Context: an optimization exercise on an open-source flow, tuned for small area, a short achievable clock period and few clock cycles. The choices shown serve that exercise and are no tape-out recipe.
In this exercise RTL edits were held to simulation tests only and were not proved equivalent to the original.
Power and IR drop assume default switching activity.

[design/flow/run.sh]
#!/bin/bash
# synth_recipe.tcl (not shown) runs the flow's synth.tcl, then flattens the netlist and writes it again
# the make line also repeats each setting of config.mk as NAME=value (left out here)
make -C /OpenROAD-flow-scripts/flow DESIGN_CONFIG=/design/flow/config.mk WORK_HOME=/design/flow/orfs CLKGATE_MAP_FILE= SYNTH_SCRIPT=/design/flow/synth_recipe.tcl finish
[design/flow/config.mk]
export PLATFORM = sky130hd
export DESIGN_NAME = normalized_cross_correlation
export DESIGN_NICKNAME = normalized_cross_correlation
export VERILOG_FILES = /design/flow/design.v
export SDC_FILE = /design/flow/constraint.sdc
export NUM_CORES = 4
export LEC_CHECK = 0
export CAP_MARGIN = 20
export CORE_MARGIN = 2
export CORE_UTILIZATION = 55
export SETUP_SLACK_MARGIN = 5
export SLEW_MARGIN = 20
[design/flow/constraint.sdc]
create_clock -name core_clock -period 11.0 [get_ports {clk}]
set_input_delay 2.2000 -clock core_clock [delete_from_list [all_inputs] [get_ports {clk}]]
set_output_delay 2.2000 -clock core_clock [all_outputs]
set_load 0.01 [all_outputs]
[design/flow/design.v]
package ncc_pkg;
    localparam int MAX_WINDOW_PIXELS = 65536;
    localparam int COUNT_W = 17;    
    localparam int SUM_W   = 24;    
    localparam int SQ_W    = 32;    
    localparam int V_W     = 47;    
    localparam int M_W     = 46;    
    localparam int R_W     = 92;    
endpackage
import ncc_pkg::*;
module ncc_add
#(
    parameter int W       = 47,
    parameter bit LATE_CI = 1'b0
)
(
    input  logic [W-1:0] a,
    input  logic [W-1:0] b,
    input  logic         ci,
    output logic [W:0]   s
);
    localparam int L = 6;    
    logic [W:0] g [0:2*L];
    logic [W:0] p [0:2*L];
    logic [W:0] c;
    always_comb
    begin
        g[0][0] = LATE_CI ? 1'b0 : ci;
        p[0][0] = LATE_CI;
        for (int i = 0; i < W; i++)
        begin
            g[0][i+1] = a[i] & b[i];
            p[0][i+1] = a[i] ^ b[i];
        end
        for (int l = 0; l < L; l++)
        begin
            g[l+1] = g[l];
            p[l+1] = p[l];
            for (int i = 0; i <= W; i++)
                if (((i + 1) % (1 << (l + 1))) == 0)
                begin
                    g[l+1][i] = g[l][i] | (p[l][i] & g[l][i-(1<<l)]);
                    p[l+1][i] = p[l][i] & p[l][i-(1<<l)];
                end
        end
        for (int l = L - 2; l >= 0; l--)
        begin
            g[2*L-1-l] = g[2*L-2-l];
            p[2*L-1-l] = p[2*L-2-l];
            for (int i = 0; i <= W; i++)
                if ((((i + 1) % (1 << (l + 1))) == (1 << l)) && (i >= (1 << (l + 1))))
                begin
                    g[2*L-1-l][i] = g[2*L-2-l][i] | (p[2*L-2-l][i] & g[2*L-2-l][i-(1<<l)]);
                    p[2*L-1-l][i] = p[2*L-2-l][i] & p[2*L-2-l][i-(1<<l)];
                end
        end
        g[2*L] = g[2*L-1];
        p[2*L] = p[2*L-1];
        for (int i = 0; i <= W; i++)
            c[i] = LATE_CI ? (g[2*L][i] | (p[2*L][i] & ci)) : g[2*L][i];
        for (int i = 0; i < W; i++)
            s[i] = p[0][i+1] ^ c[i];
        s[W] = c[W];
    end
endmodule
import ncc_pkg::*;
module ncc_ctrl
(
    input  logic               clk,
    input  logic               rst_n,
    input  logic               load,
    output logic               full,
    input  logic [COUNT_W-1:0] n_in,
    input  logic [SUM_W-1:0]   ss_in,
    input  logic [SUM_W-1:0]   st_in,
    input  logic [SQ_W-1:0]    sss_in,
    input  logic [SQ_W-1:0]    stt_in,
    input  logic [SQ_W-1:0]    sst_in,
    output logic               result_valid,
    input  logic               result_ready,
    output logic signed [15:0] correlation,
    output logic               degenerate
);
    localparam logic [2:0] ST_IDLE = 3'd0;
    localparam logic [2:0] ST_S1   = 3'd2;
    localparam logic [2:0] ST_XFER = 3'd3;
    localparam logic [2:0] ST_S2   = 3'd4;
    localparam logic [2:0] ST_DIV  = 3'd5;
    localparam logic [2:0] ST_FIN  = 3'd6;
    localparam logic [2:0] ST_DONE = 3'd7;
    logic [2:0]         state;
    logic               full_reg;
    logic               valid_reg;
    logic [5:0]         j;
    logic [COUNT_W-1:0] n1;
    logic [SUM_W-1:0]   a1, b1;
    logic [SQ_W-1:0]    x1, x2, x3;
    logic               nb, ab, bb;
    logic [V_W-1:0]     pv, pw, pc;
    logic [M_W-1:0]     ad, ae, be;
    logic [1:0]         vh;
    logic               sub;
    logic               neg, deg;
    logic [1:0]         qb;
    logic [16:0]        rem;
    logic [15:0]        root;
    logic [4:0]         k1;
    logic [SUM_W-1:0]   k1_src;
    logic [M_W-1:0]     k_src;
    logic [5:0]         k2;
    assign k1_src = SUM_W'(n1) | a1 | b1;
    always_comb
    begin
        k1 = '0;
        for (int i = 0; i < SUM_W; i++)
            if (k1_src[i])
                k1 = 5'(i);
    end
    assign k_src = pw[M_W-1:0] | (pc[M_W-1:0] ^ {M_W{pc[V_W-1]}});
    always_comb
    begin
        k2 = 6'd1;
        for (int i = 0; i < M_W - 1; i++)
            if (k_src[i])
                k2 = 6'(i + 2);
        if (k_src[M_W-1])
            k2 = 6'(M_W);
    end
    logic [4:0]         bsel;
    logic [SUM_W-1:0]   n1x;
    logic               nb_f;
    assign bsel = (state == ST_IDLE) ? k1 : j[4:0];
    assign n1x  = SUM_W'(n1);
    assign nb_f = n1x[bsel];
    logic [V_W-1:0]     x_1, y_1, x_2, y_2, x_3, y_3;
    logic               ci_1, ci_2, ci_3;
    logic [V_W:0]       sum_1, sum_2, sum_3;
    logic [93:0]        dv, dd;
    assign dv = {vh, ae, be};
    assign dd = {2'b00, ad, pw[M_W-1:0]} ^ {94{sub}};
    logic               s1a, s1b, s1c, s2, dvs, xfer, fin;
    logic               s1x2, s1ya, s1yb, sqs, bit_end;
    logic [18:0]        rem_sh;
    logic [16:0]        trial;
    assign s1x2    = s1a || s1c;
    assign s1ya    = s1a && nb;
    assign s1yb    = s1b || s1c;
    assign bit_end = s1b || s1c || (s1a && !ab && !bb);
    assign sqs     = (dvs && j[0]) || fin;
    assign rem_sh  = {rem, qb};
    assign trial   = {root[14:0], 2'b01};
    always_comb
    begin
        x_1  = ({V_W{s1x2}} & {pv[V_W-2:0], 1'b0})
             | ({V_W{s1b}} & pv)
             | ({V_W{s2}}  & V_W'(ad))
             | ({V_W{dvs}} & dv[46:0]);
        y_1  = ({V_W{s1ya}} & V_W'(x1))
             | ({V_W{s1yb && ab}} & ~(V_W'(a1)))
             | ({V_W{s2 && pw[0]}} & V_W'(pv[M_W-1:0]))
             | ({V_W{dvs}} & dd[46:0]);
        ci_1 = (s1yb && ab) || (dvs && sub);
        x_2  = ({V_W{s1x2}} & {pw[V_W-2:0], 1'b0})
             | ({V_W{s1b}} & pw)
             | ({V_W{s2}}  & V_W'(ae))
             | ({V_W{dvs}} & dv[93:47]);
        y_2  = ({V_W{s1ya}} & V_W'(x2))
             | ({V_W{s1yb && bb}} & ~(V_W'(b1)))
             | ({V_W{s2 && be[0]}} & V_W'(pc[M_W-1:0]))
             | ({V_W{dvs}} & dd[93:47]);
        ci_2 = (s1yb && bb) || (dvs && sum_1[V_W]);
        x_3  = ({V_W{s1x2}} & {pc[V_W-2:0], 1'b0})
             | ({V_W{s1b || xfer}} & (pc ^ {V_W{xfer && pc[V_W-1]}}))
             | ({V_W{sqs}} & V_W'(rem_sh));
        y_3  = ({V_W{s1ya}} & V_W'(x3))
             | ({V_W{s1yb && ab}} & ~(V_W'(b1)))
             | ({V_W{sqs}} & ~(V_W'(trial)));
        ci_3 = (s1yb && ab) || (xfer && pc[V_W-1]) || sqs;
    end
    ncc_add #(.W(V_W), .LATE_CI(1'b0)) u_lane1 (.a(x_1), .b(y_1), .ci(ci_1), .s(sum_1));
    ncc_add #(.W(V_W), .LATE_CI(1'b1)) u_lane2 (.a(x_2), .b(y_2), .ci(ci_2), .s(sum_2));
    ncc_add #(.W(V_W), .LATE_CI(1'b0)) u_lane3 (.a(x_3), .b(y_3), .ci(ci_3), .s(sum_3));
    logic [93:0]        dsum;
    logic               q;
    assign dsum = {sum_2[V_W-1:0], sum_1[V_W-1:0]};
    assign q    = !dsum[93];
    logic [16:0]        rem_nx;
    logic [15:0]        root_nx;
    assign rem_nx  = sum_3[V_W-1] ? rem_sh[16:0] : sum_3[16:0];
    assign root_nx = {root[14:0], !sum_3[V_W-1]};
    logic [15:0]        corr_nx;
    logic               emit;
    always_comb
    begin
        if (deg)
            corr_nx = '0;
        else if (neg)
            corr_nx = -root;
        else if (root[15])
            corr_nx = 16'h7FFF;
        else
            corr_nx = root;
    end
    assign emit = (state == ST_DONE) && result_ready;
    logic [2:0]         state_nx;
    always_comb
    begin
        state_nx = state;
        case (state)
            ST_IDLE:
                if (full_reg)
                    state_nx = ST_S1;
            ST_S1:
                if (bit_end && (j == 6'h3F))
                    state_nx = ST_XFER;
            ST_XFER:
                state_nx = ((pv == '0) || (pw == '0)) ? ST_DONE : ST_S2;
            ST_S2:
                if (j == '0)
                    state_nx = ST_DIV;
            ST_DIV:
                if (j == '0)
                    state_nx = ST_FIN;
            ST_FIN:
                state_nx = ST_DONE;
            ST_DONE:
                if (emit)
                    state_nx = ST_IDLE;
            default:
                state_nx = ST_IDLE;
        endcase
    end
    always_ff @(posedge clk or negedge rst_n)
    begin
        if (!rst_n)
        begin
            state     <= ST_IDLE;
            full_reg  <= 1'b0;
            valid_reg <= 1'b0;
            s1a       <= 1'b0;
            s1b       <= 1'b0;
            s1c       <= 1'b0;
            fin       <= 1'b0;
            s2        <= 1'b0;
            dvs       <= 1'b0;
            xfer      <= 1'b0;
        end
        else
        begin
            state <= state_nx;
            s1a   <= (state_nx == ST_S1) && ((state == ST_IDLE) || bit_end) && nb_f;
            s1c   <= (state_nx == ST_S1) && ((state == ST_IDLE) || bit_end) && !nb_f;
            s1b   <= (state_nx == ST_S1) && s1a && !bit_end;
            fin   <= (state_nx == ST_FIN);
            s2    <= (state_nx == ST_S2);
            dvs   <= (state_nx == ST_DIV);
            xfer  <= (state_nx == ST_XFER);
            if (load)
                full_reg <= 1'b1;
            if ((state == ST_S1) && (state_nx == ST_XFER))
                full_reg <= 1'b0;
            valid_reg <= (state_nx == ST_DONE);
        end
    end
    always_ff @(posedge clk)
    begin
        if (load)
        begin
            n1 <= n_in;
            a1 <= ss_in;
            b1 <= st_in;
            x1 <= sss_in;
            x2 <= stt_in;
            x3 <= sst_in;
        end
        if (((state == ST_IDLE) && full_reg) || bit_end)
        begin
            nb <= nb_f;
            ab <= a1[bsel];
            bb <= b1[bsel];
        end
        case (state)
            ST_IDLE:
            begin
                j  <= 6'(k1) - 1'b1;
                pv <= '0;
                pw <= '0;
                pc <= '0;
            end
            ST_S1:
            begin
                pv <= sum_1[V_W-1:0];
                pw <= sum_2[V_W-1:0];
                pc <= sum_3[V_W-1:0];
                if (bit_end)
                    j <= j - 1'b1;
            end
            ST_XFER:
            begin
                deg <= (pv == '0) || (pw == '0);
                neg <= pc[V_W-1];
                pc  <= sum_3[V_W-1:0];
                be  <= sum_3[M_W-1:0];
                ad  <= '0;
                ae  <= '0;
                j   <= k2 - 1'b1;
            end
            ST_S2:
            begin
                ad  <= sum_1[M_W:1];
                pw  <= {1'b0, sum_1[0], pw[M_W-1:1]};
                ae  <= sum_2[M_W:1];
                be  <= {sum_2[0], be[M_W-1:1]};
                vh  <= '0;
                sub <= 1'b1;
                qb  <= '0;
                rem  <= '0;
                root <= '0;
                if (j == '0)
                    j <= 6'd30;
                else
                    j <= j - 1'b1;
            end
            ST_DIV:
            begin
                {vh, ae, be} <= {dsum[92:0], 1'b0};
                sub <= q;
                qb  <= {qb[0], q};
                if (j[0])
                begin
                    rem  <= rem_nx;
                    root <= root_nx;
                end
                j <= j - 1'b1;
            end
            ST_FIN:
            begin
                rem  <= rem_nx;
                root <= root_nx;
            end
            default: ;
        endcase
    end
    assign full         = full_reg;
    assign result_valid = valid_reg;
    assign correlation  = $signed(corr_nx);
    assign degenerate   = deg;
endmodule
import ncc_pkg::*;
module ncc_dp
(
    input  logic               clk,
    input  logic               cnt,        
    input  logic               clear,      
    input  logic [7:0]         s,
    input  logic [7:0]         t,
    output logic [COUNT_W-1:0] n_next,
    output logic [SUM_W-1:0]   ss_next,
    output logic [SUM_W-1:0]   st_next,
    output logic [SQ_W-1:0]    sss_next,
    output logic [SQ_W-1:0]    stt_next,
    output logic [SQ_W-1:0]    sst_next
);
    logic [COUNT_W-1:0] n_reg;
    logic [SUM_W-1:0]   ss_reg, st_reg;
    logic [SQ_W-1:0]    sss_reg, stt_reg, sst_reg;
    logic [SUM_W:0]     ss_sum, st_sum;
    assign n_next = n_reg + COUNT_W'(cnt);
    ncc_add #(.W(SUM_W), .LATE_CI(1'b0)) u_ss (
        .a  (ss_reg),
        .b  (SUM_W'(s)),
        .ci (1'b0),
        .s  (ss_sum)
    );
    ncc_add #(.W(SUM_W), .LATE_CI(1'b0)) u_st (
        .a  (st_reg),
        .b  (SUM_W'(t)),
        .ci (1'b0),
        .s  (st_sum)
    );
    assign ss_next = ss_sum[SUM_W-1:0];
    assign st_next = st_sum[SUM_W-1:0];
    ncc_sqacc u_sss (.a(s), .acc(sss_reg), .y(sss_next));
    ncc_sqacc u_stt (.a(t), .acc(stt_reg), .y(stt_next));
    ncc_mulacc u_sst (.a(s), .b(t), .acc(sst_reg), .y(sst_next));
    always_ff @(posedge clk)
    begin
        n_reg   <= clear ? '0 : n_next;
        ss_reg  <= clear ? '0 : ss_next;
        st_reg  <= clear ? '0 : st_next;
        sss_reg <= clear ? '0 : sss_next;
        stt_reg <= clear ? '0 : stt_next;
        sst_reg <= clear ? '0 : sst_next;
    end
endmodule
module ncc_sqacc
(
    input  logic [7:0]  a,
    input  logic [31:0] acc,
    output logic [31:0] y
);
    logic m_w1, m_w2, m_w3, m_w4, m_w5, m_w6, m_w7, m_w8, m_w9, m_w10, m_w11, m_w12, m_w13, m_w14, m_w15, m_w16, m_w17, m_w18, m_w19, m_w20, m_w21, m_w22, m_w23, m_w24, m_w25, m_w26, m_w27, m_w28, m_w29, m_w30, m_w31, m_w32, m_w33, m_w34, m_w35, m_w36, m_w37, m_w38, m_w39, m_w40, m_w41, m_w42, m_w43, m_w44, m_w45, m_w46, m_w47, m_w48, m_w49, m_w50, m_w51, m_w52, m_w53, m_w54, m_w55, m_w56;
    logic [31:0] r0, r1;
    logic [32:0]   s;
    assign m_w1 = (a[0] & a[5]) ^ (a[1] & a[4]);
    assign m_w2 = (a[0] & a[5]) & (a[1] & a[4]);
    assign m_w3 = (a[0] & a[6]) ^ (a[1] & a[5]);
    assign m_w4 = (a[0] & a[6]) & (a[1] & a[5]);
    assign m_w5 = (a[0] & a[7]) ^ (a[1] & a[6]) ^ (a[2] & a[5]);
    assign m_w6 = ((a[0] & a[7]) & (a[1] & a[6])) | ((a[0] & a[7]) & (a[2] & a[5])) | ((a[1] & a[6]) & (a[2] & a[5]));
    assign m_w7 = (a[3] & a[4]) ^ a[4];
    assign m_w8 = (a[3] & a[4]) & a[4];
    assign m_w9 = (a[1] & a[7]) ^ (a[2] & a[6]) ^ (a[3] & a[5]);
    assign m_w10 = ((a[1] & a[7]) & (a[2] & a[6])) | ((a[1] & a[7]) & (a[3] & a[5])) | ((a[2] & a[6]) & (a[3] & a[5]));
    assign m_w11 = (a[2] & a[7]) ^ (a[3] & a[6]) ^ (a[4] & a[5]);
    assign m_w12 = ((a[2] & a[7]) & (a[3] & a[6])) | ((a[2] & a[7]) & (a[4] & a[5])) | ((a[3] & a[6]) & (a[4] & a[5]));
    assign m_w13 = (a[0] & a[3]) ^ (a[1] & a[2]);
    assign m_w14 = (a[0] & a[3]) & (a[1] & a[2]);
    assign m_w15 = (a[0] & a[4]) ^ (a[1] & a[3]);
    assign m_w16 = (a[0] & a[4]) & (a[1] & a[3]);
    assign m_w17 = m_w1 ^ (a[2] & a[3]) ^ a[3];
    assign m_w18 = (m_w1 & (a[2] & a[3])) | (m_w1 & a[3]) | ((a[2] & a[3]) & a[3]);
    assign m_w19 = m_w2 ^ m_w3 ^ (a[2] & a[4]);
    assign m_w20 = (m_w2 & m_w3) | (m_w2 & (a[2] & a[4])) | (m_w3 & (a[2] & a[4]));
    assign m_w21 = m_w4 ^ m_w5 ^ m_w7;
    assign m_w22 = (m_w4 & m_w5) | (m_w4 & m_w7) | (m_w5 & m_w7);
    assign m_w23 = m_w6 ^ m_w8 ^ m_w9;
    assign m_w24 = (m_w6 & m_w8) | (m_w6 & m_w9) | (m_w8 & m_w9);
    assign m_w25 = m_w10 ^ m_w11 ^ a[5];
    assign m_w26 = (m_w10 & m_w11) | (m_w10 & a[5]) | (m_w11 & a[5]);
    assign m_w27 = m_w12 ^ (a[3] & a[7]) ^ (a[4] & a[6]);
    assign m_w28 = (m_w12 & (a[3] & a[7])) | (m_w12 & (a[4] & a[6])) | ((a[3] & a[7]) & (a[4] & a[6]));
    assign m_w29 = (a[4] & a[7]) ^ (a[5] & a[6]) ^ a[6];
    assign m_w30 = ((a[4] & a[7]) & (a[5] & a[6])) | ((a[4] & a[7]) & a[6]) | ((a[5] & a[6]) & a[6]);
    assign m_w31 = (a[0] & a[1]) ^ a[1];
    assign m_w32 = (a[0] & a[1]) & a[1];
    assign m_w33 = (a[0] & a[2]) ^ acc[3];
    assign m_w34 = (a[0] & a[2]) & acc[3];
    assign m_w35 = m_w13 ^ a[2] ^ acc[4];
    assign m_w36 = (m_w13 & a[2]) | (m_w13 & acc[4]) | (a[2] & acc[4]);
    assign m_w37 = m_w14 ^ m_w15 ^ acc[5];
    assign m_w38 = (m_w14 & m_w15) | (m_w14 & acc[5]) | (m_w15 & acc[5]);
    assign m_w39 = m_w16 ^ m_w17 ^ acc[6];
    assign m_w40 = (m_w16 & m_w17) | (m_w16 & acc[6]) | (m_w17 & acc[6]);
    assign m_w41 = m_w18 ^ m_w19 ^ acc[7];
    assign m_w42 = (m_w18 & m_w19) | (m_w18 & acc[7]) | (m_w19 & acc[7]);
    assign m_w43 = m_w20 ^ m_w21 ^ acc[8];
    assign m_w44 = (m_w20 & m_w21) | (m_w20 & acc[8]) | (m_w21 & acc[8]);
    assign m_w45 = m_w22 ^ m_w23 ^ acc[9];
    assign m_w46 = (m_w22 & m_w23) | (m_w22 & acc[9]) | (m_w23 & acc[9]);
    assign m_w47 = m_w24 ^ m_w25 ^ acc[10];
    assign m_w48 = (m_w24 & m_w25) | (m_w24 & acc[10]) | (m_w25 & acc[10]);
    assign m_w49 = m_w26 ^ m_w27 ^ acc[11];
    assign m_w50 = (m_w26 & m_w27) | (m_w26 & acc[11]) | (m_w27 & acc[11]);
    assign m_w51 = m_w28 ^ m_w29 ^ acc[12];
    assign m_w52 = (m_w28 & m_w29) | (m_w28 & acc[12]) | (m_w29 & acc[12]);
    assign m_w53 = m_w30 ^ (a[5] & a[7]) ^ acc[13];
    assign m_w54 = (m_w30 & (a[5] & a[7])) | (m_w30 & acc[13]) | ((a[5] & a[7]) & acc[13]);
    assign m_w55 = (a[6] & a[7]) ^ a[7] ^ acc[14];
    assign m_w56 = ((a[6] & a[7]) & a[7]) | ((a[6] & a[7]) & acc[14]) | (a[7] & acc[14]);
    assign r0 = {acc[31], acc[30], acc[29], acc[28], acc[27], acc[26], acc[25], acc[24], acc[23], acc[22], acc[21], acc[20], acc[19], acc[18], acc[17], acc[16], m_w56, m_w54, m_w52, m_w50, m_w48, m_w46, m_w44, m_w42, m_w40, m_w38, m_w36, m_w34, m_w32, m_w31, acc[1], a[0]};
    assign r1 = {1'b0, 1'b0, 1'b0, 1'b0, 1'b0, 1'b0, 1'b0, 1'b0, 1'b0, 1'b0, 1'b0, 1'b0, 1'b0, 1'b0, 1'b0, 1'b0, acc[15], m_w55, m_w53, m_w51, m_w49, m_w47, m_w45, m_w43, m_w41, m_w39, m_w37, m_w35, m_w33, acc[2], 1'b0, acc[0]};
    ncc_add #(.W(32), .LATE_CI(1'b0)) u_add (.a(r0), .b(r1), .ci(1'b0), .s(s));
    assign y = s[31:0];
endmodule
module ncc_mulacc
(
    input  logic [7:0]  a,
    input  logic [7:0]  b,
    input  logic [31:0] acc,
    output logic [31:0] y
);
    logic m_w1, m_w2, m_w3, m_w4, m_w5, m_w6, m_w7, m_w8, m_w9, m_w10, m_w11, m_w12, m_w13, m_w14, m_w15, m_w16, m_w17, m_w18, m_w19, m_w20, m_w21, m_w22, m_w23, m_w24, m_w25, m_w26, m_w27, m_w28, m_w29, m_w30, m_w31, m_w32, m_w33, m_w34, m_w35, m_w36, m_w37, m_w38, m_w39, m_w40, m_w41, m_w42, m_w43, m_w44, m_w45, m_w46, m_w47, m_w48, m_w49, m_w50, m_w51, m_w52, m_w53, m_w54, m_w55, m_w56, m_w57, m_w58, m_w59, m_w60, m_w61, m_w62, m_w63, m_w64, m_w65, m_w66, m_w67, m_w68, m_w69, m_w70, m_w71, m_w72, m_w73, m_w74, m_w75, m_w76, m_w77, m_w78, m_w79, m_w80, m_w81, m_w82, m_w83, m_w84, m_w85, m_w86, m_w87, m_w88, m_w89, m_w90, m_w91, m_w92, m_w93, m_w94, m_w95, m_w96, m_w97, m_w98, m_w99, m_w100, m_w101, m_w102, m_w103, m_w104, m_w105, m_w106, m_w107, m_w108, m_w109, m_w110, m_w111, m_w112;
    logic [31:0] r0, r1;
    logic [32:0]   s;
    assign m_w1 = (a[0] & b[5]) ^ (a[1] & b[4]);
    assign m_w2 = (a[0] & b[5]) & (a[1] & b[4]);
    assign m_w3 = (a[0] & b[6]) ^ (a[1] & b[5]) ^ (a[2] & b[4]);
    assign m_w4 = ((a[0] & b[6]) & (a[1] & b[5])) | ((a[0] & b[6]) & (a[2] & b[4])) | ((a[1] & b[5]) & (a[2] & b[4]));
    assign m_w5 = (a[3] & b[3]) ^ (a[4] & b[2]);
    assign m_w6 = (a[3] & b[3]) & (a[4] & b[2]);
    assign m_w7 = (a[0] & b[7]) ^ (a[1] & b[6]) ^ (a[2] & b[5]);
    assign m_w8 = ((a[0] & b[7]) & (a[1] & b[6])) | ((a[0] & b[7]) & (a[2] & b[5])) | ((a[1] & b[6]) & (a[2] & b[5]));
    assign m_w9 = (a[3] & b[4]) ^ (a[4] & b[3]) ^ (a[5] & b[2]);
    assign m_w10 = ((a[3] & b[4]) & (a[4] & b[3])) | ((a[3] & b[4]) & (a[5] & b[2])) | ((a[4] & b[3]) & (a[5] & b[2]));
    assign m_w11 = (a[6] & b[1]) ^ (a[7] & b[0]);
    assign m_w12 = (a[6] & b[1]) & (a[7] & b[0]);
    assign m_w13 = (a[1] & b[7]) ^ (a[2] & b[6]) ^ (a[3] & b[5]);
    assign m_w14 = ((a[1] & b[7]) & (a[2] & b[6])) | ((a[1] & b[7]) & (a[3] & b[5])) | ((a[2] & b[6]) & (a[3] & b[5]));
    assign m_w15 = (a[4] & b[4]) ^ (a[5] & b[3]) ^ (a[6] & b[2]);
    assign m_w16 = ((a[4] & b[4]) & (a[5] & b[3])) | ((a[4] & b[4]) & (a[6] & b[2])) | ((a[5] & b[3]) & (a[6] & b[2]));
    assign m_w17 = (a[7] & b[1]) ^ acc[8];
    assign m_w18 = (a[7] & b[1]) & acc[8];
    assign m_w19 = (a[2] & b[7]) ^ (a[3] & b[6]) ^ (a[4] & b[5]);
    assign m_w20 = ((a[2] & b[7]) & (a[3] & b[6])) | ((a[2] & b[7]) & (a[4] & b[5])) | ((a[3] & b[6]) & (a[4] & b[5]));
    assign m_w21 = (a[5] & b[4]) ^ (a[6] & b[3]) ^ (a[7] & b[2]);
    assign m_w22 = ((a[5] & b[4]) & (a[6] & b[3])) | ((a[5] & b[4]) & (a[7] & b[2])) | ((a[6] & b[3]) & (a[7] & b[2]));
    assign m_w23 = (a[3] & b[7]) ^ (a[4] & b[6]) ^ (a[5] & b[5]);
    assign m_w24 = ((a[3] & b[7]) & (a[4] & b[6])) | ((a[3] & b[7]) & (a[5] & b[5])) | ((a[4] & b[6]) & (a[5] & b[5]));
    assign m_w25 = (a[0] & b[3]) ^ (a[1] & b[2]);
    assign m_w26 = (a[0] & b[3]) & (a[1] & b[2]);
    assign m_w27 = (a[0] & b[4]) ^ (a[1] & b[3]) ^ (a[2] & b[2]);
    assign m_w28 = ((a[0] & b[4]) & (a[1] & b[3])) | ((a[0] & b[4]) & (a[2] & b[2])) | ((a[1] & b[3]) & (a[2] & b[2]));
    assign m_w29 = (a[3] & b[1]) ^ (a[4] & b[0]);
    assign m_w30 = (a[3] & b[1]) & (a[4] & b[0]);
    assign m_w31 = m_w1 ^ (a[2] & b[3]) ^ (a[3] & b[2]);
    assign m_w32 = (m_w1 & (a[2] & b[3])) | (m_w1 & (a[3] & b[2])) | ((a[2] & b[3]) & (a[3] & b[2]));
    assign m_w33 = (a[4] & b[1]) ^ (a[5] & b[0]) ^ acc[5];
    assign m_w34 = ((a[4] & b[1]) & (a[5] & b[0])) | ((a[4] & b[1]) & acc[5]) | ((a[5] & b[0]) & acc[5]);
    assign m_w35 = m_w2 ^ m_w3 ^ m_w5;
    assign m_w36 = (m_w2 & m_w3) | (m_w2 & m_w5) | (m_w3 & m_w5);
    assign m_w37 = (a[5] & b[1]) ^ (a[6] & b[0]) ^ acc[6];
    assign m_w38 = ((a[5] & b[1]) & (a[6] & b[0])) | ((a[5] & b[1]) & acc[6]) | ((a[6] & b[0]) & acc[6]);
    assign m_w39 = m_w4 ^ m_w6 ^ m_w7;
    assign m_w40 = (m_w4 & m_w6) | (m_w4 & m_w7) | (m_w6 & m_w7);
    assign m_w41 = m_w9 ^ m_w11 ^ acc[7];
    assign m_w42 = (m_w9 & m_w11) | (m_w9 & acc[7]) | (m_w11 & acc[7]);
    assign m_w43 = m_w8 ^ m_w10 ^ m_w12;
    assign m_w44 = (m_w8 & m_w10) | (m_w8 & m_w12) | (m_w10 & m_w12);
    assign m_w45 = m_w13 ^ m_w15 ^ m_w17;
    assign m_w46 = (m_w13 & m_w15) | (m_w13 & m_w17) | (m_w15 & m_w17);
    assign m_w47 = m_w14 ^ m_w16 ^ m_w18;
    assign m_w48 = (m_w14 & m_w16) | (m_w14 & m_w18) | (m_w16 & m_w18);
    assign m_w49 = m_w19 ^ m_w21 ^ acc[9];
    assign m_w50 = (m_w19 & m_w21) | (m_w19 & acc[9]) | (m_w21 & acc[9]);
    assign m_w51 = m_w20 ^ m_w22 ^ m_w23;
    assign m_w52 = (m_w20 & m_w22) | (m_w20 & m_w23) | (m_w22 & m_w23);
    assign m_w53 = (a[6] & b[4]) ^ (a[7] & b[3]) ^ acc[10];
    assign m_w54 = ((a[6] & b[4]) & (a[7] & b[3])) | ((a[6] & b[4]) & acc[10]) | ((a[7] & b[3]) & acc[10]);
    assign m_w55 = m_w24 ^ (a[4] & b[7]) ^ (a[5] & b[6]);
    assign m_w56 = (m_w24 & (a[4] & b[7])) | (m_w24 & (a[5] & b[6])) | ((a[4] & b[7]) & (a[5] & b[6]));
    assign m_w57 = (a[6] & b[5]) ^ (a[7] & b[4]) ^ acc[11];
    assign m_w58 = ((a[6] & b[5]) & (a[7] & b[4])) | ((a[6] & b[5]) & acc[11]) | ((a[7] & b[4]) & acc[11]);
    assign m_w59 = (a[5] & b[7]) ^ (a[6] & b[6]) ^ (a[7] & b[5]);
    assign m_w60 = ((a[5] & b[7]) & (a[6] & b[6])) | ((a[5] & b[7]) & (a[7] & b[5])) | ((a[6] & b[6]) & (a[7] & b[5]));
    assign m_w61 = (a[0] & b[2]) ^ (a[1] & b[1]);
    assign m_w62 = (a[0] & b[2]) & (a[1] & b[1]);
    assign m_w63 = m_w25 ^ (a[2] & b[1]) ^ (a[3] & b[0]);
    assign m_w64 = (m_w25 & (a[2] & b[1])) | (m_w25 & (a[3] & b[0])) | ((a[2] & b[1]) & (a[3] & b[0]));
    assign m_w65 = m_w26 ^ m_w27 ^ m_w29;
    assign m_w66 = (m_w26 & m_w27) | (m_w26 & m_w29) | (m_w27 & m_w29);
    assign m_w67 = m_w28 ^ m_w30 ^ m_w31;
    assign m_w68 = (m_w28 & m_w30) | (m_w28 & m_w31) | (m_w30 & m_w31);
    assign m_w69 = m_w32 ^ m_w34 ^ m_w35;
    assign m_w70 = (m_w32 & m_w34) | (m_w32 & m_w35) | (m_w34 & m_w35);
    assign m_w71 = m_w36 ^ m_w38 ^ m_w39;
    assign m_w72 = (m_w36 & m_w38) | (m_w36 & m_w39) | (m_w38 & m_w39);
    assign m_w73 = m_w40 ^ m_w42 ^ m_w43;
    assign m_w74 = (m_w40 & m_w42) | (m_w40 & m_w43) | (m_w42 & m_w43);
    assign m_w75 = m_w44 ^ m_w46 ^ m_w47;
    assign m_w76 = (m_w44 & m_w46) | (m_w44 & m_w47) | (m_w46 & m_w47);
    assign m_w77 = m_w48 ^ m_w50 ^ m_w51;
    assign m_w78 = (m_w48 & m_w50) | (m_w48 & m_w51) | (m_w50 & m_w51);
    assign m_w79 = m_w52 ^ m_w54 ^ m_w55;
    assign m_w80 = (m_w52 & m_w54) | (m_w52 & m_w55) | (m_w54 & m_w55);
    assign m_w81 = m_w56 ^ m_w58 ^ m_w59;
    assign m_w82 = (m_w56 & m_w58) | (m_w56 & m_w59) | (m_w58 & m_w59);
    assign m_w83 = m_w60 ^ (a[6] & b[7]) ^ (a[7] & b[6]);
    assign m_w84 = (m_w60 & (a[6] & b[7])) | (m_w60 & (a[7] & b[6])) | ((a[6] & b[7]) & (a[7] & b[6]));
    assign m_w85 = (a[0] & b[1]) ^ (a[1] & b[0]);
    assign m_w86 = (a[0] & b[1]) & (a[1] & b[0]);
    assign m_w87 = m_w61 ^ (a[2] & b[0]) ^ acc[2];
    assign m_w88 = (m_w61 & (a[2] & b[0])) | (m_w61 & acc[2]) | ((a[2] & b[0]) & acc[2]);
    assign m_w89 = m_w62 ^ m_w63 ^ acc[3];
    assign m_w90 = (m_w62 & m_w63) | (m_w62 & acc[3]) | (m_w63 & acc[3]);
    assign m_w91 = m_w64 ^ m_w65 ^ acc[4];
    assign m_w92 = (m_w64 & m_w65) | (m_w64 & acc[4]) | (m_w65 & acc[4]);
    assign m_w93 = m_w66 ^ m_w67 ^ m_w33;
    assign m_w94 = (m_w66 & m_w67) | (m_w66 & m_w33) | (m_w67 & m_w33);
    assign m_w95 = m_w68 ^ m_w69 ^ m_w37;
    assign m_w96 = (m_w68 & m_w69) | (m_w68 & m_w37) | (m_w69 & m_w37);
    assign m_w97 = m_w70 ^ m_w71 ^ m_w41;
    assign m_w98 = (m_w70 & m_w71) | (m_w70 & m_w41) | (m_w71 & m_w41);
    assign m_w99 = m_w72 ^ m_w73 ^ m_w45;
    assign m_w100 = (m_w72 & m_w73) | (m_w72 & m_w45) | (m_w73 & m_w45);
    assign m_w101 = m_w74 ^ m_w75 ^ m_w49;
    assign m_w102 = (m_w74 & m_w75) | (m_w74 & m_w49) | (m_w75 & m_w49);
    assign m_w103 = m_w76 ^ m_w77 ^ m_w53;
    assign m_w104 = (m_w76 & m_w77) | (m_w76 & m_w53) | (m_w77 & m_w53);
    assign m_w105 = m_w78 ^ m_w79 ^ m_w57;
    assign m_w106 = (m_w78 & m_w79) | (m_w78 & m_w57) | (m_w79 & m_w57);
    assign m_w107 = m_w80 ^ m_w81 ^ acc[12];
    assign m_w108 = (m_w80 & m_w81) | (m_w80 & acc[12]) | (m_w81 & acc[12]);
    assign m_w109 = m_w82 ^ m_w83 ^ acc[13];
    assign m_w110 = (m_w82 & m_w83) | (m_w82 & acc[13]) | (m_w83 & acc[13]);
    assign m_w111 = m_w84 ^ (a[7] & b[7]) ^ acc[14];
    assign m_w112 = (m_w84 & (a[7] & b[7])) | (m_w84 & acc[14]) | ((a[7] & b[7]) & acc[14]);
    assign r0 = {acc[31], acc[30], acc[29], acc[28], acc[27], acc[26], acc[25], acc[24], acc[23], acc[22], acc[21], acc[20], acc[19], acc[18], acc[17], acc[16], m_w112, m_w110, m_w108, m_w106, m_w104, m_w102, m_w100, m_w98, m_w96, m_w94, m_w92, m_w90, m_w88, m_w86, m_w85, (a[0] & b[0])};
    assign r1 = {1'b0, 1'b0, 1'b0, 1'b0, 1'b0, 1'b0, 1'b0, 1'b0, 1'b0, 1'b0, 1'b0, 1'b0, 1'b0, 1'b0, 1'b0, 1'b0, acc[15], m_w111, m_w109, m_w107, m_w105, m_w103, m_w101, m_w99, m_w97, m_w95, m_w93, m_w91, m_w89, m_w87, acc[1], acc[0]};
    ncc_add #(.W(32), .LATE_CI(1'b0)) u_add (.a(r0), .b(r1), .ci(1'b0), .s(s));
    assign y = s[31:0];
endmodule
import ncc_pkg::*;
module normalized_cross_correlation
(
    input  logic               clk,
    input  logic               rst_n,
    input  logic               pixel_valid,
    output logic               pixel_ready,
    input  logic [7:0]         scene_pixel,
    input  logic [7:0]         templ_pixel,
    input  logic               last_pixel,
    output logic               result_valid,
    input  logic               result_ready,
    output logic signed [15:0] correlation,
    output logic               degenerate
);
    logic               in_v, in_c, in_last;
    logic [7:0]         in_s, in_t;
    logic               pend, full, clear;
    logic               accept, close, load, use_nx;
    logic [COUNT_W-1:0] n_nx;
    logic [SUM_W-1:0]   ss_nx, st_nx;
    logic [SQ_W-1:0]    sss_nx, stt_nx, sst_nx;
    assign close       = in_v && in_last;
    assign pixel_ready = !(pend || (close && full));
    assign accept      = pixel_valid && pixel_ready;
    assign load        = (close || pend) && !full;
    assign use_nx      = load || !n_nx[COUNT_W-1];
    always_ff @(posedge clk or negedge rst_n)
    begin
        if (!rst_n)
        begin
            in_v  <= 1'b0;
            in_c  <= 1'b0;
            clear <= 1'b1;
            pend  <= 1'b0;
        end
        else
        begin
            in_v  <= accept;
            in_c  <= accept && use_nx;
            clear <= 1'b0;
            pend  <= (close || pend) && full;
        end
    end
    always_ff @(posedge clk)
    begin
        in_s    <= (accept && use_nx) ? scene_pixel : 8'd0;
        in_t    <= (accept && use_nx) ? templ_pixel : 8'd0;
        in_last <= last_pixel;
    end
    ncc_dp u_dp (
        .clk      (clk),
        .cnt      (in_c),
        .clear    (load || clear),
        .s        (in_s),
        .t        (in_t),
        .n_next   (n_nx),
        .ss_next  (ss_nx),
        .st_next  (st_nx),
        .sss_next (sss_nx),
        .stt_next (stt_nx),
        .sst_next (sst_nx)
    );
    ncc_ctrl u_post (
        .clk          (clk),
        .rst_n        (rst_n),
        .load         (load),
        .full         (full),
        .n_in         (n_nx),
        .ss_in        (ss_nx),
        .st_in        (st_nx),
        .sss_in       (sss_nx),
        .stt_in       (stt_nx),
        .sst_in       (sst_nx),
        .result_valid (result_valid),
        .result_ready (result_ready),
        .correlation  (correlation),
        .degenerate   (degenerate)
    );
endmodule
==> results of run 1 <==
routing by layer:
layer  vias to the layer above  part of all wire, %  global-route usage, %
li1                      16340                    -                      -
met1                     18170                   43                  54.32
met2                      2189                   41                  51.02
met3                       333                   12                  8.106
met4                         4                  3.8                  12.41
met5                         -                0.020                      0
final cells by class:
cell class              count  area share [%]
multi-input cells        3347           50.29
flip-flops and latches    683           37.43
clock buffers             115           4.667
well taps                1070           2.682
repair buffers            118           2.313
inverters                 262           1.970
clock inverters            31          0.6366
diodes                      3         0.01504
worst max-delay path, cell delays in order, from the launching register on:
cell and delay [ns]:
sky130_fd_sc_hd__dfrtp_2 0.55, sky130_fd_sc_hd__and2_4 0.38, sky130_fd_sc_hd__buf_16 0.30, sky130_fd_sc_hd__a22oi_1 0.13, sky130_fd_sc_hd__o21ai_0 0.21, sky130_fd_sc_hd__a21oi_1 0.12, sky130_fd_sc_hd__fa_1 0.47, sky130_fd_sc_hd__nor2b_1 0.18
sky130_fd_sc_hd__o31a_2 0.27, sky130_fd_sc_hd__o2111ai_4 0.21, sky130_fd_sc_hd__a2111oi_4 0.38, sky130_fd_sc_hd__buf_4 0.20, sky130_fd_sc_hd__nor2_2 0.07, sky130_fd_sc_hd__o31ai_2 0.42, sky130_fd_sc_hd__a21o_1 0.18, sky130_fd_sc_hd__a21oi_1 0.11
sky130_fd_sc_hd__nor2b_1 0.14, sky130_fd_sc_hd__o21a_1 0.16, sky130_fd_sc_hd__nor2_1 0.06, sky130_fd_sc_hd__fa_1 0.37, sky130_fd_sc_hd__xor2_1 0.30, sky130_fd_sc_hd__nor2_1 0.07, sky130_fd_sc_hd__a211o_1 0.24, sky130_fd_sc_hd__o21a_1 0.10
metrics by stage:
step | cells | setup WS [ns]
after floorplan | 4581 | 5.050
after global placement | 5452 | 4.450
after detailed placement | 5453 | 4.329
after CTS | 5614 | 4.913
after global routing | 5626 | 4.883
final | 5629 | 5.112
path summary, 6_finish.rpt:
path	from	slack, ns	cells after the start	endpoint
setup reg to reg	u_post.s1a	5.11	23	u_post.be[37]
hold / removal	u_dp.st_reg[0]	0.54	1	u_post.b1[0]
min in group asynchronous	rst_n	1.55	1	u_post.state[2]
hold reg to reg	u_dp.st_reg[0]	0.54	1	u_post.b1[0]
max in group asynchronous	rst_n	9.01	1	u_post.state[0]
setup / recovery	u_post.s1a	5.11	23	u_post.be[37]
cell usage in the layout, fill, tap and decap left out, types with 28 or more instances in the layout:
cell | Yosys | final
sky130_fd_sc_hd__edfxtp_1 | 489 | 489
sky130_fd_sc_hd__nand2_1 | 464 | 459
sky130_fd_sc_hd__nor2_1 | 376 | 369
sky130_fd_sc_hd__xor2_1 | 274 | 274
sky130_fd_sc_hd__ha_1 | 263 | 262
sky130_fd_sc_hd__and2_1 | 264 | 260
sky130_fd_sc_hd__inv_1 | 262 | 260
sky130_fd_sc_hd__o21ai_0 | 204 | 203
sky130_fd_sc_hd__dfxtp_1 | 178 | 169
sky130_fd_sc_hd__a21oi_1 | 171 | 167
sky130_fd_sc_hd__fa_1 | 163 | 162
sky130_fd_sc_hd__a222oi_1 | 133 | 133
sky130_fd_sc_hd__nor3_1 | 87 | 86
sky130_fd_sc_hd__clkbuf_16 | 0 | 86
sky130_fd_sc_hd__a21o_1 | 77 | 76
sky130_fd_sc_hd__nand3_1 | 73 | 73
sky130_fd_sc_hd__xnor2_1 | 68 | 67
sky130_fd_sc_hd__and3_1 | 61 | 61
sky130_fd_sc_hd__buf_4 | 1 | 60
sky130_fd_sc_hd__o21a_1 | 40 | 40
sky130_fd_sc_hd__nand4_1 | 38 | 38
sky130_fd_sc_hd__a211oi_1 | 36 | 36
sky130_fd_sc_hd__nand2b_1 | 37 | 36
sky130_fd_sc_hd__nor4_1 | 38 | 35
sky130_fd_sc_hd__or3_1 | 36 | 35
sky130_fd_sc_hd__a221o_1 | 34 | 34
sky130_fd_sc_hd__a22oi_1 | 33 | 33
sky130_fd_sc_hd__clkdlybuf4s50_1 | 0 | 33
sky130_fd_sc_hd__a22o_1 | 30 | 30
sky130_fd_sc_hd__mux2i_1 | 28 | 28
logic make-up after synthesis:
group | count (synthesis)
AO/OA/AOI/OAI | 978
XOR/XNOR | 343
flip-flops | 683
buffers and inverters | 557
multiplexers | 47
adder cells (fa/ha/maj) | 426
AND/OR/NAND/NOR | 1546
other | 1
power breakdown:
group / total [W] / switching [W] / leakage, nW / internal [W]
clock: 0.00273 / 0.00113 / 1.29 / 0.00160
combinational: 0.00496 / 0.00327 / 13.4 / 0.00169
sequential: 0.00484 / 0.00109 / 6.43 / 0.00375
timing repair:
| item | CTS | global route |
|---|---|---|
| gates cloned | 4 | 3 |
| setup endpoints to repair | 80 | 106 |
| resized for setup | 28 | 35 |
| hold buffers | 0 | 0 |
| buffers inserted | 11 | 8 |
| pin swaps | 5 | 3 |
==> flow_results.org, run 1 <==
** Status
- The flow ran to the end and the layout has no timing, DRC or antenna violations.

** Layout
- Cells fill 60.89% of the core in the end.
- In the final design database the tool counted 4938 nets.
- Layout cell share with drive strength beyond 1 :: 7.112%
- The layout has 6963 filler cells.
- FF+latch area :: 0.01868 mm²
- Largest registers ranked by flip-flop count :: u_post.pc: 47 flops, u_post.pv: 47 flops, u_post.pw: 47 flops
- The multi-input combinational cells in the finished layout cover a total of 0.02511 mm².
- Area overhead of the layout relative to synthesis :: 9.658%
- After routing the design area is 0.04992 mm².

** Critical path
- Critical path required time :: 11.40 ns
- STA classifies the critical path startpoint as a flip-flop.
- Data arrives at the worst endpoint at 6.28 ns.
- Critical path peak fanout :: 56
- Worst setup EP type :: flip-flop
- The critical path is of the reg2reg type.

** CTS
- Largest buffer count on any clock path :: 3
- Clock insertion delay at the later pin of the skew report :: 0.65 ns
- TritonCTS sink count :: 683
- Clock-pin slew of the registers on the worst-case setup and hold paths :: 0.06 ns
- Cell at the root of the clock tree :: sky130_fd_sc_hd__clkbuf_16
- Number of buffers created by CTS :: 79
- CTS HTree Levels :: 3
- TritonCTS built the clock tree.

** Detailed routing
- Via count :: 37040
- DRC errors left :: 0
- Using the TritonRoute via totals, the vias-per-cell ratio works out to 6.580.
- After detailed routing, the total wire length is 155800 µm.
- The count of nets left with antenna violations once routing finished came out at 0.
- Iteration count of the initial detailed-routing pass :: 12
- Routed wire per std cell :: 27.68 µm
- In this run, the number of DRC markers left after iteration 0 of detailed routing was 5453.

** Floorplanning
- Top-level I/O count :: 40
- The initial utilization of the core area, before any placement, comes to 55.53%.
- Height of the die :: 291.7 µm
- From left edge to right edge, the die measures 291.7 µm.
- Standard cell core area :: 0.08198 mm²
- Number of standard-cell rows in the floorplan :: 105
- The die covers 0.08509 mm².

** Synth
- Counting flops with a built-in enable in the synthesized netlist gives 489.
- Synth cell types :: 90
- Flip-flop and latch count after synthesis :: 683
- Yosys warns :: 15
- Yosys attributes the largest share of cell area to sky130_fd_sc_hd__edfxtp_1, sky130_fd_sc_hd__dfxtp_1, sky130_fd_sc_hd__ha_1.
- Area fraction of the dominant cell type after synthesis :: 32.26%
- The biggest area contributor in the post-synthesis netlist is sky130_fd_sc_hd__edfxtp_1.
- The mapped netlist covers 0.04552 mm².
- Post-synthesis cell count :: 4581
- Of the total synthesized cell area, the portion taken by full adders, half adders and majority gates is 14.40%.
- Of the total synthesized cell area, the portion taken by XOR and XNOR cells is 6.616%.
- For this run, the leading register cell type out of synthesis is sky130_fd_sc_hd__edfxtp_1.
- Area share of and/or/nand/nor cells after synthesis :: 16.36%
- The commonest cells after synthesis are sky130_fd_sc_hd__edfxtp_1, sky130_fd_sc_hd__nand2_1, sky130_fd_sc_hd__nor2_1.
- Largest family of logic cells by synthesized area :: simple AND/OR/NAND/NOR gates
- Sequential fraction of the synthesis area :: 40.97%
- Averaged over all synthesized cells, the footprint is 9.937 µm².
- Multiplexer share of the synthesized area :: 1.382%
- Post-synth net total :: 5028
- The synthesized netlist devotes 15.66% of its cell area to compound gates.
- After synthesis, the share of flip-flops with an asynchronous set or reset is 2.343%.
- Leading cell type by number of instances after synthesis :: sky130_fd_sc_hd__edfxtp_1

** Place
- Routability-driven placement finished with a final weighted congestion of 0.9729.
- Summing all placed instances gives a cell area of 0.04678 mm².
- # port buffers :: 39
- HPWL after detailed placement :: 108800 µm

** Timing
- Setup repair after global routing could not meet its margin everywhere.
- Period utilization :: 53.52%
- Setup violations remaining at the end of the flow were counted as 0.
- Setup total negative slack on the finished layout was measured at 0 ns.
- Slew margin rel. :: 18.45%
- At the pin with the least slew margin, the transition time is 1.222 ns.
- The final count of hold timing violations came to 0.
- Static timing analysis puts the maximum clock frequency at 169.9 MHz.
- Final-report max-slew violation count :: 0
- The worst path needs 5.888 ns of the cycle, external delays included.
- Clock skew after layout :: 0.03599 ns
- Hold WS :: 0.5442 ns

** GRT
- Number of antenna violations at the first check in global routing :: 6
- Gr usage total :: 36.10%
- The number of global-route vias before repair came to 34740.
- For this run the aggregate overflow at the end of global routing stands at 0.
- The first global-routing pass estimated 230700 µm of wire.
- Entering global routing, the biggest net connects 156 pins.

** Power
- PwrDens :: 250.9 mW/mm²
- Across the VDD grid, the largest voltage drop is 0.2681 mV.
- Static leakage :: 21.10 nW
- Total power for the finished layout comes to 0.01253 W.

** Job
- Max Cap Violations :: 0

** Hold path
- The tightest min-delay check is of the reg2reg type.
Testbench counts, summed over its fixed seeds: cycles 45,401.
==> run 2, diff against run 1 <==
--- a/design/flow/design.v
+++ b/design/flow/design.v
@@ -83,4 +83,5 @@
 );
     localparam logic [2:0] ST_IDLE = 3'd0;
+    localparam logic [2:0] ST_NEG  = 3'd1;
     localparam logic [2:0] ST_S1   = 3'd2;
     localparam logic [2:0] ST_XFER = 3'd3;
@@ -139,5 +140,5 @@
     assign dv = {vh, ae, be};
     assign dd = {2'b00, ad, pw[M_W-1:0]} ^ {94{sub}};
-    logic               s1a, s1b, s1c, s2, dvs, xfer, fin;
+    logic               s1a, s1b, s1c, s2, dvs, xfer, fin, ngs;
     logic               s1x2, s1ya, s1yb, sqs, bit_end;
     logic [18:0]        rem_sh;
@@ -172,9 +173,10 @@
         x_3  = ({V_W{s1x2}} & {pc[V_W-2:0], 1'b0})
              | ({V_W{s1b || xfer}} & (pc ^ {V_W{xfer && pc[V_W-1]}}))
-             | ({V_W{sqs}} & V_W'(rem_sh));
+             | ({V_W{sqs}} & V_W'(rem_sh))
+             | ({V_W{ngs}} & V_W'(root ^ {16{neg}}));
         y_3  = ({V_W{s1ya}} & V_W'(x3))
              | ({V_W{s1yb && ab}} & ~(V_W'(b1)))
              | ({V_W{sqs}} & ~(V_W'(trial)));
-        ci_3 = (s1yb && ab) || (xfer && pc[V_W-1]) || sqs;
+        ci_3 = (s1yb && ab) || (xfer && pc[V_W-1]) || sqs || (ngs && neg);
     end
     ncc_add #(.W(V_W), .LATE_CI(1'b0)) u_lane1 (.a(x_1), .b(y_1), .ci(ci_1), .s(sum_1));
@@ -187,19 +189,9 @@
     logic [16:0]        rem_nx;
     logic [15:0]        root_nx;
-    assign rem_nx  = sum_3[V_W-1] ? rem_sh[16:0] : sum_3[16:0];
-    assign root_nx = {root[14:0], !sum_3[V_W-1]};
+    assign rem_nx  = sum_3[18] ? rem_sh[16:0] : sum_3[16:0];
+    assign root_nx = {root[14:0], !sum_3[18]};
     logic [15:0]        corr_nx;
     logic               emit;
-    always_comb
-    begin
-        if (deg)
-            corr_nx = '0;
-        else if (neg)
-            corr_nx = -root;
-        else if (root[15])
-            corr_nx = 16'h7FFF;
-        else
-            corr_nx = root;
-    end
+    assign corr_nx = neg ? sum_3[15:0] : (root[15] ? 16'h7FFF : root);
     assign emit = (state == ST_DONE) && result_ready;
     logic [2:0]         state_nx;
@@ -223,4 +215,6 @@
                     state_nx = ST_FIN;
             ST_FIN:
+                state_nx = ST_NEG;
+            ST_NEG:
                 state_nx = ST_DONE;
             ST_DONE:
@@ -242,4 +236,5 @@
             s1c       <= 1'b0;
             fin       <= 1'b0;
+            ngs       <= 1'b0;
             s2        <= 1'b0;
             dvs       <= 1'b0;
@@ -253,4 +248,5 @@
             s1b   <= (state_nx == ST_S1) && s1a && !bit_end;
             fin   <= (state_nx == ST_FIN);
+            ngs   <= (state_nx == ST_NEG);
             s2    <= (state_nx == ST_S2);
             dvs   <= (state_nx == ST_DIV);
@@ -302,4 +298,5 @@
                 pc  <= sum_3[V_W-1:0];
                 be  <= sum_3[M_W-1:0];
+                root <= '0;
                 ad  <= '0;
                 ae  <= '0;
@@ -339,4 +336,6 @@
                 root <= root_nx;
             end
+            ST_NEG:
+                root <= corr_nx;
             default: ;
         endcase
@@ -344,5 +343,5 @@
     assign full         = full_reg;
     assign result_valid = valid_reg;
-    assign correlation  = $signed(corr_nx);
+    assign correlation  = $signed(root);
     assign degenerate   = deg;
 endmodule
==> run 2 against run 1 <==
  * Setup slack worse by 0.0091 ns
  * Register-to-register slack about the same
  * Routed wire length up 0.22%
  * Maximum frequency down 0.15%
  * Non-clock buffer count up 8
  * Utilization up 0.41 points
  * Global-route usage up 0.41 points
  * Final cell count down 0.78%
  * Worst hold slack worse by 0.0054 ns
  * Critical path depth down 3
  * Sequential share of layout area up 0.34 points
  * Combinational power down 13%
==> flow_results.org, run 2 <==
** CTS
- TritonCTS sink count :: 684 (+0.15%)
- TritonCTS clock tree :: done
- The number of buffers on the longest clock path came to 3 (unchanged).
- The total clock buffers created by CTS is 77 (-2.5%).
- Clock-pin slew of the registers on the worst-case setup and hold paths :: 0.06 ns (about the same)
- CTS HTree Levels :: 3 (unchanged)
- The insertion delay of the later-clocked pin in the worst-skew pair came to 0.67 ns (+0.02 ns).
- The root buffer cell chosen for the clock tree is sky130_fd_sc_hd__clkbuf_16.

** Critical path
- Following the worst setup path forward leads to its endpoint at u_post.pc[46].
- Setup Crit Path Kind :: reg2reg
- The worst register-to-register path begins at u_post.s1b.
- Worst setup EP type :: flip-flop
- The peak fanout along the critical path came to 17 (-70%).
- STA classifies the critical path startpoint as a flip-flop.
- The register-to-register setup slack was 5.10 ns (about the same).
- Critical path's slowest cell :: sky130_fd_sc_hd__dfrtp_4
- The number of cells on the worst reg-to-reg path is 20 (-13%).
- Critical path cell sequence :: o21ai_4, buf_12, o21ai_0, fa_1, a211oi_1, o21bai_1, o41ai_2, buf_4, a2111oi_4, o41a_1, a221o_1, o41ai_4, o2111ai_2, a21o_1, a21o_1, a31o_1, fa_1, xnor2_1, xnor2_1, nor2_1
- End of the worst register-to-register path :: u_post.pc[46]
- The worst endpoint required time is 11.41 ns (about the same).
- Maximum single-stage delay on the critical path :: 0.60 ns (+0.05 ns)
- The worst endpoint data arrival time was 6.31 ns (+0.03 ns).
- Startpoint of the worst setup timing path :: u_post.s1b

** Timing
- The worst slew slack as a fraction of its limit is 21.44% (+3.0 points).
- The portion of the clock cycle consumed by the worst path in the final layout was 53.61% (+0.082 points).
- Final sum of negative setup slack :: 0 ns (unchanged)
- The worst slack on hold paths was 0.5388 ns (-0.005384 ns).
- Transition time at the pin with the least slew margin :: 1.168 ns (-0.05399 ns)
- The final count of negative-setup-slack endpoints was 0 (unchanged).
- Unrepaired setup endpoints after global routing :: true
- The final count of hold timing violations came to 0 (unchanged).
- Clock skew after layout :: 0.03959 ns (+0.003594 ns)
- The time the worst path needs with I/O delays and setup is 5.897 ns (+0.009060 ns).
- The timing-limited maximum frequency was 169.6 MHz (-0.15%).
- The final count of pins violating max slew came to 0 (unchanged).

** Synth
- Number of enable flip-flop cells after synthesis :: 489 (unchanged)
- Leading cell type by number of instances after synthesis :: sky130_fd_sc_hd__nand2_1
- The most used flip-flop cell after synthesis is sky130_fd_sc_hd__edfxtp_1.
- The count of synthesis-stage warnings from yosys is 15 (unchanged).
- Leading cell types by count after synthesis :: sky130_fd_sc_hd__nand2_1, sky130_fd_sc_hd__edfxtp_1, sky130_fd_sc_hd__nor2_1
- Post-synthesis cell count :: 4543 (-0.83%)
- The proportion of synthesized chip area in sequential cells was 41.44% (+0.47 points).
- The number of distinct standard cells referenced by the synthesized netlist is 79 (-12%).
- The average size of a mapped cell was 9.920 µm² (-0.17%).
- By area the synthesized netlist is led by sky130_fd_sc_hd__edfxtp_1, sky130_fd_sc_hd__dfxtp_1, sky130_fd_sc_hd__ha_1.
- Synthesized cell area :: 0.04507 mm² (-1.0%)
- Top cell type by total area after synthesis :: sky130_fd_sc_hd__edfxtp_1
- Flip-flop and latch count after synthesis :: 684 (+0.15%)
- The number of nets produced by synthesis was 4989 (-0.78%).
- The share of the synthesized area in the top cell type came to 32.58% (+0.33 points).
- Post-synth ARST share :: 2.485% (+0.14 points)

** Floorplanning
- The number of top-level design ports was 40 (unchanged).
- The die span in y is 290.3 µm (-0.50%).
- Standard cell core area :: 0.08081 mm² (-1.4%)
- Initial Util :: 55.77% (+0.24 points)
- The horizontal die dimension came to 290.3 µm (-0.50%).
- The area of the die is 0.08425 mm² (-0.99%).
- The number of cell rows was 104 (-0.95%).

** Place
- The HPWL reported at the end of detailed placement came to 110200 µm (+1.3%).
- # port buffers :: 39 (unchanged)
- Global placement routability congestion :: 0.9509 (-2.3%)
- The total placed instance area is 0.04629 mm² (-1.0%).

** Detailed routing
- Routed wire length :: 156100 µm (+0.22%)
- Via count :: 36110 (-2.5%)
- Via density :: 6.466 (-1.7%)
- Antenna Nets Post-Route :: 0 (unchanged)
- The DRC violations left came to 0 (unchanged).
- Iteration count of the initial detailed-routing pass :: 9 (-3)
- Routed wire per std cell :: 27.96 µm (+1.0%)
- The number of DRC markers after the initial detailed-route iteration was 4316 (-21%).

** Layout
- The net count reported at finish came to 4904 (-0.69%).
- Area overhead of the layout relative to synthesis :: 9.920%
- Post-layout instance area :: 0.04954 mm² (-0.76%)
- The top cell types in the final layout, fill and taps aside, are sky130_fd_sc_hd__nand2_1, sky130_fd_sc_hd__edfxtp_1, sky130_fd_sc_hd__nor2_1.
- The fraction of final layout cells sized beyond drive strength 1 came to 6.323% (-0.79 points).
- Most common cell after layout, fill and taps aside :: sky130_fd_sc_hd__nand2_1
- Largest registers ranked by flip-flop count :: u_post.pc: 47 flops, u_post.pv: 47 flops, u_post.pw: 47 flops

** GRT
- The remaining global-route overflow was 0 (unchanged).
- The all-layer global routing usage is 36.51% (+0.41 points).
- Maximum number of pins on one net before global-route repair :: 163 (+4.5%)
- Number of global-route vias before repair :: 34970 (+0.67%)
- Number of antenna violations at the first check in global routing :: 5 (-1)
- Global-route wire length before repair :: 230400 µm (-0.16%)

** Status
- The run finished with no timing, DRC or antenna violations.

** Power
- Static leakage :: 21.51 nW (+2.0%)
- Peak supply drop :: 0.1407 mV (-47%)
- The power density over the cells came to 228.1 mW/mm² (-9.1%).

** Job
- The max-capacitance violation count is 0 (unchanged).

** Hold path
- The tightest min-delay check is of the reg2reg type.
[run 2: cell count changes after synthesis, sizes merged, moves of 22 or more]
cell	change
nand2	+36
o22ai	+24
o21ai	+29
nand3	-27
xor2	+22
nor2	-35
[run 2: repair_timing]
action,in CTS,in global routing
pin swaps,4,11
hold buffers,0,0
cloned,3,3
endpoints found under the setup margin,93,63
gates resized for setup,34,30
buffers inserted,7,18
[run 2: worst max-delay path, delay by kind of cell, from the launching register on]
kind | cells | cell delay, ns
AO/OA/AOI/OAI | 13 | 3.39
adder cells (fa/ha/maj) | 2 | 0.85
flip-flops | 1 | 0.60
buffers and inverters | 2 | 0.39
XOR/XNOR | 2 | 0.34
AND/OR/NAND/NOR | 1 | 0.05
[run 2: cell families after synthesis]
family	share of synthesized area, %
flip-flops	41.44
XOR/XNOR	7.093
AND/OR/NAND/NOR	15.55
AO/OA/AOI/OAI	15.84
multiplexers	0.9384
buffers and inverters	4.622
adder cells (fa/ha/maj)	14.51
other	0.008321
[run 2: worst min-delay path by stage]
| stage | start | to | slack [ns] | cells after the start |
|---|---|---|---|---|
| 6_report | u_dp.sss_reg[0] | u_post.x1[0] | 0.54 | 1 |
| 5_1_grt | u_dp.n_reg[0] | u_post.n1[0] | 0.56 | 1 |
| 4_1_cts | u_dp.n_reg[0] | u_post.n1[0] | 0.54 | 1 |
| 3_5_place_dp | u_dp.n_reg[0] | u_post.n1[0] | 0.52 | 1 |
| 3_3_place_gp | u_dp.st_reg[0] | u_post.b1[0] | 0.52 | 1 |
| 2_1_floorplan | u_post.pc[46] | u_post.neg | 0.44 | 0 |
[run 2: cell type report]
| class | count | area (µm²) |
|---|---|---|
| clock buffers | 105 | 2217 |
| inverters | 255 | 957.2 |
| diodes | 2 | 5.005 |
| repair buffers | 126 | 1260 |
| flip-flops and latches | 684 | 18710 |
| fillers | 6825 | 31270 |
| clock inverters | 39 | 456.7 |
| multi-input cells | 3314 | 24610 |
| well taps | 1060 | 1326 |
[run 2: per-layer routing]
metal / track usage (%) / share of wire [%] / vias to the layer above
met1: 46.92 / 39 / 17650
met2: 59.15 / 46 / 1851
met4: 19.03 / 6.3 / 8
li1: - / - / 16170
met3: 6.462 / 9.0 / 442
met5: 0.8508 / 0.076 / -
[run 2: power by group]
part	switching (W)	internal [W]	leakage, nW	total [W]
Combinational	0.00281	0.00152	13.6	0.00433
Sequential	0.000794	0.00345	6.58	0.00425
Clock	0.00117	0.00156	1.30	0.00272
Total	0.00477	0.00653	21.5	0.0113
[run 2: metrics by stage]
step                setup slack, ns  power, W  std cells  utilization, %
floorplan                     5.015  0.006710       4543               -
global placement              4.261  0.008331       5408           57.28
detailed placement            4.252  0.008356       5408           57.28
CTS                           4.995   0.01112       5562           60.87
global route                  4.923   0.01176       5583           61.30
finish                        5.103   0.01130       5585           61.30
Testbench counts of run 2, summed over its fixed seeds: cycles 45,499.

==> static timing again, ports no longer ideal <==
In the flow no input, the clock included, has a driving cell. The finished layouts below were timed again as built, in two steps.
Step 1 sets driving cells, clkbuf_16 on the clock port and buf_2 on the other inputs (assumed; they add their load-dependent delay and slew).
Step 2, shift: input delay + t, output delay - t, t = (earliest + latest rising clock arrival at the registers) / 2. This alone moves slack from input paths to output paths.
Slacks: ideal / step 1 / step 2; pairs: ideal / step 1.
| run | shift t [ns] | setup WS [ns] | worst setup path after step 2 | clock arrival spread, ns | worst slew at a driven data input, ns |
|---|---|---|---|---|---|
| run 1 | 0.699 | 5.112 / 5.112 / 5.112 | register to register | 0.036 / 0.036 | 0.06 |
| run 2 | 0.719 | 5.103 / 5.103 / 5.103 | register to register | 0.041 / 0.040 | 0.04 |
After both steps setup and hold are still met in every run listed.
